Background: an optimization exercise with open tools, aiming at small area, a short achievable clock period and few clock cycles. Do not read the settings as production practice.
RTL that was checked went through simulation tests only; none was proved equivalent to the original.
Power is estimated from default activity; no workload was simulated.

==> umber: inputs <==
Design sw_top, start of the top module:
module sw_top (
    input  wire          clk,
    input  wire          rst,
    input  wire          i_valid,
    input  wire [73:0]   i_job,
    input  wire          i_ready,
    output wire          o_ready,
    output wire          o_valid,
    output wire [17:0]   o_result
);
clock: 10.0 ns
lec_check: 0
abc_area: 1
cap_margin: 20
core_margin: 2
core_utilization: 40
slew_margin: 20
run.sh (not shown) runs the stock make flow with config.mk's settings and CLKGATE_MAP_FILE= SYNTH_SCRIPT=/design/flow/synth_recipe.tcl, a recipe that flattens the netlist after the stock synthesis.
==> pepper (differences from umber) <==
--- a/flow/design.v
+++ b/flow/design.v
@@ -264,36 +264,44 @@
     reg  [FD-1:0] wp;         
     reg  [FD-1:0] rp;         
     reg  [FD-1:0] fc;         
     wire          take   = out_v & i_ready;
     wire          out_ld = ~out_v | i_ready;       
-    wire          pop    = out_ld & fc[0];
-    wire          wr     = push & ~(out_ld & ~fc[0]);
     reg  [12:0]   f_rd;
     integer j;
     always @(*) begin
         f_rd = 13'd0;
         for (j = 0; j < FD; j = j + 1)
             f_rd = f_rd | ({13{rp[j]}} & f[j]);
     end
+    wire          pop0 = ~out_v & fc[0];
+    wire          wr0  = push & (out_v | fc[0]);
+    wire          pop1 = fc[0];
+    wire          wr1  = push & fc[0];
+    wire [FD-1:0] wp_r = {wp[FD-2:0], wp[FD-1]};
+    wire [FD-1:0] rp_r = {rp[FD-2:0], rp[FD-1]};
+    wire [FD-1:0] fc_u = {fc[FD-2:0], 1'b1};
+    wire [FD-1:0] fc_d = {1'b0, fc[FD-1:1]};
+    wire [FD-1:0] wp0  = wr0 ? wp_r : wp;
+    wire [FD-1:0] wp1  = wr1 ? wp_r : wp;
+    wire [FD-1:0] rp0  = pop0 ? rp_r : rp;
+    wire [FD-1:0] rp1  = pop1 ? rp_r : rp;
+    wire [FD-1:0] fc0  = (wr0 & ~pop0) ? fc_u : ((pop0 & ~wr0) ? fc_d : fc);
+    wire [FD-1:0] fc1  = (wr1 & ~pop1) ? fc_u : ((pop1 & ~wr1) ? fc_d : fc);
+    wire          ov0  = out_v | fc[0] | push;
+    wire          ov1  = fc[0] | push;
     always @(posedge clk or posedge rst) begin
         if (rst) begin
             out_v <= 1'b0;
             wp    <= {{(FD-1){1'b0}}, 1'b1};
             rp    <= {{(FD-1){1'b0}}, 1'b1};
             fc    <= {FD{1'b0}};
         end else begin
-            if (out_ld)
-                out_v <= fc[0] | push;
-            if (wr)
-                wp <= {wp[FD-2:0], wp[FD-1]};
-            if (pop)
-                rp <= {rp[FD-2:0], rp[FD-1]};
-            if (wr & ~pop)
-                fc <= {fc[FD-2:0], 1'b1};
-            else if (pop & ~wr)
-                fc <= {1'b0, fc[FD-1:1]};
+            out_v <= i_ready ? ov1 : ov0;
+            wp    <= i_ready ? wp1 : wp0;
+            rp    <= i_ready ? rp1 : rp0;
+            fc    <= i_ready ? fc1 : fc0;
         end
     end
     always @(posedge clk) begin
         if (out_ld)
             out_q <= fc[0] ? f_rd : pd;
@@ -348,18 +356,16 @@
     wire can_start = (~act_q | (cnt_q == 5'd1) | (cnt_q == 5'd2))
                    & (nxt_q ? (~busy_q[1] | rel[1]) : (~busy_q[0] | rel[0]))
                    & (~jobs_q[DEPTH-1] | i_take);
     always @(posedge clk or posedge rst) begin
         if (rst) begin
-            ready_q <= 1'b1;
             act_q   <= 1'b0;
             first_q <= 1'b0;
             nxt_q   <= 1'b0;
             busy_q  <= 2'b00;
             jobs_q  <= {DEPTH{1'b0}};
         end else begin
-            ready_q <= ~accept & can_start;
             act_q   <= ready_q ? i_valid : (act_q & ~last);
             first_q <= accept;
             nxt_q   <= nxt_q ^ accept;
             busy_q[0] <= (accept & ~nxt_q) | (busy_q[0] & ~rel[0]);
             busy_q[1] <= (accept &  nxt_q) | (busy_q[1] & ~rel[1]);
@@ -367,10 +373,12 @@
                 jobs_q <= {jobs_q[DEPTH-2:0], 1'b1};
             else if (i_take & ~accept)
                 jobs_q <= {1'b0, jobs_q[DEPTH-1:1]};
         end
     end
+    always @(posedge clk)
+        ready_q <= ~accept & can_start;
     integer r;
     always @(posedge clk) begin
         cnt_q <= sfree ? i_job[9:5] : cnt_q - 5'd1;
         ref_q <= sfree ? i_job[73:42] : {ref_q[29:0], 2'b00};
         if (~busy_q[0] & ~nxt_q) begin
==> flow/flow/run.sh (new file) <==
#!/bin/bash
# The standard layout, with the port buffers made from plain buf_2 cells instead of the delay
# buffer that buffer_ports picks on its own. Every make step's output goes to make.log here;
# ORFS keeps each tool's full log under orfs/logs/.
set -euo pipefail
bash standard.sh "BUFFER_PORTS_ARGS=-buffer_cell sky130_fd_sc_hd__buf_2" CTS_CLUSTER_SIZE=24 CTS_CLUSTER_DIAMETER=100 finish > make.log 2>&1
==> flow/standard.sh (new file) <==
#!/bin/bash
# synth_recipe.tcl (not shown) runs the flow's synth.tcl, then flattens the netlist and writes it again
# the make line also repeats each setting of config.mk as NAME=value (left out here)
make -C /OpenROAD-flow-scripts/flow DESIGN_CONFIG=/design/flow/config.mk WORK_HOME=/design/flow/orfs CLKGATE_MAP_FILE= SYNTH_SCRIPT=/design/flow/synth_recipe.tcl "${@:-finish}"
--- a/flow/config.mk
+++ b/flow/config.mk
@@ -6,7 +6,8 @@
 export NUM_CORES = 4
 export LEC_CHECK = 0
 export ABC_AREA = 1
 export CAP_MARGIN = 20
 export CORE_MARGIN = 2
-export CORE_UTILIZATION = 40
+export CORE_UTILIZATION = 60
+export PLACE_DENSITY = 0.7
 export SLEW_MARGIN = 20
removed: flow/run.sh
==> notes.md <==
Of umber and pepper, umber has the higher clock skew (gap 0.027 ns).
Of pepper and umber, umber has the higher count of clock-buffer cells in the layout (gap 27).
Against pepper, the total power of umber is higher by about 40%.
In pepper the via count is smaller than in umber, by 0.68%.
Between pepper and umber, the lower synthesized cell count is in umber (gap about 1.5%, measured against umber).
Synthesized area is about the same in umber and pepper.
Of pepper and umber, pepper has the higher utilization (gap 19 points).
Of pepper and umber, pepper has the higher sequential share of layout area (gap 3.8 points).
In pepper the cell area is smaller than in umber, by 7.4%.
Testbench counts of umber, summed over its fixed seeds: cycles 16,691.
Testbench counts of pepper, summed over its fixed seeds: cycles 16,691.

========
==> inputs of run a <==
Another version of the RTL of sw_top (not shown whole).
export LEC_CHECK = 0
export ABC_AREA = 1
export CAP_MARGIN = 20
export CORE_MARGIN = 2
export CORE_UTILIZATION = 70
export PLACE_DENSITY = 0.8
export SLEW_MARGIN = 20
create_clock -name core_clock -period 10.0 [get_ports {clk}]
standard.sh (not shown) runs the stock make flow with config.mk's settings and CLKGATE_MAP_FILE= SYNTH_SCRIPT=/design/flow/synth_recipe.tcl, a recipe that flattens the netlist after the stock synthesis.
==> flow/flow/run.sh <==
#!/bin/bash
# The standard layout with three changes to how it is made (not to what is measured):
# - the port buffers are plain buf_2 cells instead of the delay buffer buffer_ports picks;
# - clock tree sinks are clustered in groups of up to 24 within 100 um;
# - repair_timing aims for 6.85 ns of setup slack, so it upsizes the gates and flip-flops on
#   the internal paths that are slower than the port paths.
# Every make step's output goes to make.log here; ORFS keeps each tool's full log under
# orfs/logs/.
set -euo pipefail
bash standard.sh "BUFFER_PORTS_ARGS=-buffer_cell sky130_fd_sc_hd__buf_2" CTS_CLUSTER_SIZE=24 CTS_CLUSTER_DIAMETER=100 SETUP_SLACK_MARGIN=6.85 finish > make.log 2>&1
==> run b: changes against run a <==
--- a/flow/design.v
+++ b/flow/design.v
@@ -16,12 +16,14 @@
     input  wire        i_en_ld,
     input  wire        i_en,
     input  wire [4:0]  i_ha,          
     input  wire [4:0]  i_hb,          
     input  wire [3:0]  i_fa,          
     input  wire [3:0]  i_fb,          
+    input  wire [4:0]  i_db,          
+    input  wire        i_match_dn,
     input  wire [4:0]  i_c_score,
     input  wire [3:0]  i_c_row,
     input  wire        i_c_col,
     output reg  [1:0]  o_base_a,
     output reg  [1:0]  o_base_b,
     output reg         o_first,
@@ -29,12 +31,14 @@
     output reg         o_y,
     output reg         o_vb,
     output wire [4:0]  o_ha,
     output wire [4:0]  o_hb,
     output wire [3:0]  o_fa,
     output wire [3:0]  o_fb,
+    output wire [4:0]  o_db,          
+    output wire        o_match_nb,    
     output wire [4:0]  o_c_score,
     output wire [3:0]  o_c_row,
     output wire        o_c_col
 );
     function automatic integer nbits(input integer v);
         integer w;
@@ -48,12 +52,13 @@
     localparam integer WH  = nbits(ROW + 1);                  
     localparam integer WE  = (ROW > 5) ? nbits(ROW - 5) : 0;  
     localparam integer WF  = (ROW > 6) ? nbits(ROW - 6) : 0;  
     localparam integer WR  = nbits(ROW);                      
     localparam integer WER = (WE > 0) ? WE : 1;
     localparam integer WRR = (WR > 0) ? WR : 1;
+    localparam integer WD  = nbits(ROW + 2);                  
     function automatic ge5(input [4:0] a, input [4:0] b);
         integer k, j;
         reg r, t;
         begin
             r = 1'b1;
             for (j = 0; j < 5; j = j + 1)
@@ -90,12 +95,13 @@
     reg  [WH-1:0]  da_q;
     reg  [WER-1:0] e_q;
     reg  [WER-1:0] fa_q;
     reg  [WER-1:0] fb_q;
     reg  [WH-1:0]  ha_q;
     reg  [WH-1:0]  hb_q;
+    reg  [WD-1:0]  db_q;
     reg  [WH-1:0]  c_score_q;
     reg  [WRR-1:0] c_row_q;
     reg            c_col_q;
     wire [4:0] da5  = da_q;
     wire [4:0] e5   = (WE > 0) ? e_q : 5'd0;
     wire [4:0] fa5  = (WF > 0) ? i_fa : 5'd0;
@@ -127,14 +133,14 @@
             en_q <= i_en;
     end
     wire [4:0] diag_a  = i_nx_first ? 5'd0 : ihb;
     wire [1:0] rb_a    = i_nx_first ? i_rb : rb_q;
     wire       match_a = (i_nx_base_a == rb_a);
     wire [4:0] da_new  = match_a ? tab_add(diag_a, 1, 0) : tab_add(diag_a, -4, 0);
-    wire       match_b = (o_base_b == rb_q);
-    wire [4:0] db5     = match_b ? tab_add(iha, 1, 0) : tab_add(iha, -4, 0);
+    assign o_match_nb = (i_nx_base_b == rb_a);
+    wire [4:0] db5 = i_db;
     wire [4:0] ma   = ge5(da5, fa5) ? da5 : fa5;
     wire [4:0] na   = ge5(da5, e5) ? da5 : e5;
     wire [4:0] ha   = max3(da5, fa5, e5);
     wire [4:0] foa  = ge5(na, tab_add(fa5, 6, 0)) ? tab_add(na, -6, 0) : tab_add(fa5, -1, 0);
     wire [4:0] ma6  = tab_add(ma, -6, 0);
     wire [4:0] em1  = tab_add(e5, -1, 0);
@@ -142,13 +148,15 @@
     wire [4:0] hb   = max3(mb, ma6, em1);
     wire [4:0] nb   = max3(db5, ma6, em1);
     wire [4:0] en5  = max3(tab_add(mb, -6, 0), tab_add(ma, -7, 0), tab_add(e5, -2, 0));
     wire [4:0] fob  = ge5(nb, tab_add(fb5, 6, 0)) ? tab_add(nb, -6, 0) : tab_add(fb5, -1, 0);
     wire take_b = !ge5(cs5, hb5) & !ge5(ha5, hb5);
     wire take_a = !take_b & !ge5(cs5, ha5);
+    wire [4:0] db_dn = i_match_dn ? tab_add(ha, 1, 0) : tab_add(ha, -4, 0);
     always @(posedge clk) begin
+        db_q <= db_dn[WD-1:0];
         da_q <= da_new[WH-1:0];
         e_q  <= i_nx_first ? {WER{1'b0}} : en5[WER-1:0];
         fa_q <= foa[WER-1:0];
         fb_q <= fob[WER-1:0];
         ha_q <= en_q ? ha[WH-1:0] : {WH{1'b0}};
         hb_q <= (en_q & o_vb) ? hb[WH-1:0] : {WH{1'b0}};    
@@ -165,12 +173,13 @@
             c_row_q   <= cr4[WRR-1:0];
             c_col_q   <= cc1;
         end
     end
     assign o_ha       = ha5;
     assign o_hb       = hb5;
+    assign o_db       = db_q;
     assign o_fa       = (WE > 0) ? fa_q : 4'd0;
     assign o_fb       = (WE > 0) ? fb_q : 4'd0;
     assign o_c_score  = c_score_q;
     assign o_c_row    = (WR > 0) ? c_row_q : 4'd0;
     assign o_c_col    = c_col_q;
 endmodule
@@ -207,12 +216,15 @@
     wire        st_y      [0:16];
     wire        st_vb     [0:16];
     wire [4:0]  ha        [0:16];
     wire [4:0]  hb        [0:16];
     wire [3:0]  fa        [0:16];
     wire [3:0]  fb        [0:16];
+    wire [4:0]  db        [0:16];
+    wire        match_nb  [0:16];
+    reg         db0_q;
     wire [4:0]  c_score   [0:16];
     wire [3:0]  c_row     [0:16];
     wire        c_col     [0:16];
     assign st_base_a[0] = i_base_a;
     assign st_base_b[0] = i_base_b;
     assign st_first[0]  = i_first;
@@ -220,12 +232,16 @@
     assign st_y[0]      = i_y;
     assign st_vb[0]     = i_vb;
     assign ha[0]        = 5'd0;       
     assign hb[0]        = 5'd0;
     assign fa[0]        = 4'd0;
     assign fb[0]        = 4'd0;
+    assign match_nb[16] = 1'b0;
+    always @(posedge clk)
+        db0_q <= match_nb[0];
+    assign db[0] = {4'd0, db0_q};
     assign c_score[0]   = 5'd0;
     assign c_row[0]     = 4'd0;
     assign c_col[0]     = 1'b0;
     genvar r;
     generate
         for (r = 0; r < 16; r = r + 1) begin : g_row
@@ -259,12 +275,14 @@
                 .i_en_ld     (en_ld),
                 .i_en        (en),
                 .i_ha        (ha[r]),
                 .i_hb        (hb[r]),
                 .i_fa        (fa[r]),
                 .i_fb        (fb[r]),
+                .i_db        (db[r]),
+                .i_match_dn  (match_nb[r+1]),
                 .i_c_score   (c_score[r]),
                 .i_c_row     (c_row[r]),
                 .i_c_col     (c_col[r]),
                 .o_base_a    (st_base_a[r+1]),
                 .o_base_b    (st_base_b[r+1]),
                 .o_first     (st_first[r+1]),
@@ -272,12 +290,14 @@
                 .o_y         (st_y[r+1]),
                 .o_vb        (st_vb[r+1]),
                 .o_ha        (ha[r+1]),
                 .o_hb        (hb[r+1]),
                 .o_fa        (fa[r+1]),
                 .o_fb        (fb[r+1]),
+                .o_db        (db[r+1]),
+                .o_match_nb  (match_nb[r]),
                 .o_c_score   (c_score[r+1]),
                 .o_c_row     (c_row[r+1]),
                 .o_c_col     (c_col[r+1])
             );
         end
     endgenerate
==> notes.md <==
Against run a, the global-route usage of run b is lower by 0.93 points.
The combinational power of run b is 5.5 times that of run a.
Between run a and run b, the lower synthesized cell count is in run b (gap 4.9%, measured against run b).
Between run b and run a, the lower worst hold slack is in run a (gap 19 ps).
In run b the register-to-register slack is better than in run a, by 30 ps.
Of run b and run a, run b has the higher sequential share of layout area (gap 2.6 points).
Testbench counts of run b, summed over its fixed seeds: cycles 8,786.
Only the layout flow was run in run a; the RTL was not checked for function there.

==> afterwards: timing with drivers on the ports <==
Ports are ideal in the flow. The routed layouts listed here were re-timed in OpenROAD.
Step 1: set_driving_cell puts a clkbuf_16 on clk and a buf_2 on each other input, an assumption about the parent block.
Step 2 moves the port delays by t, midway between the first and last clock arrival at a register: inputs arrive t later, outputs are due t later. That takes back most of the time a late clock gives input paths.
Three values: no drivers, after step 1, after step 2; two values: the first two.
run	t (ns)	setup slack, ns	worst hold slack (ns)	worst data-port slew with drivers (ns)	pins driven straight from the clock port
umber	0.669	6.247 / 6.191 / 5.926	0.327 / 0.327 / 0.327	0.05	1
pepper	0.642	6.829 / 6.772 / 6.504	0.349 / 0.349 / 0.349	0.09	1
run a	0.677	6.848 / 6.784 / 6.408	0.336 / 0.336 / 0.336	0.12	1
run b	0.675	6.856 / 6.792 / 6.491	0.355 / 0.355 / 0.355	0.11	1
After both steps setup and hold are still met in every run listed. For run a, which loses most, drivers alone change the setup slack by -0.064 ns; drivers and shift together by -0.440 ns.
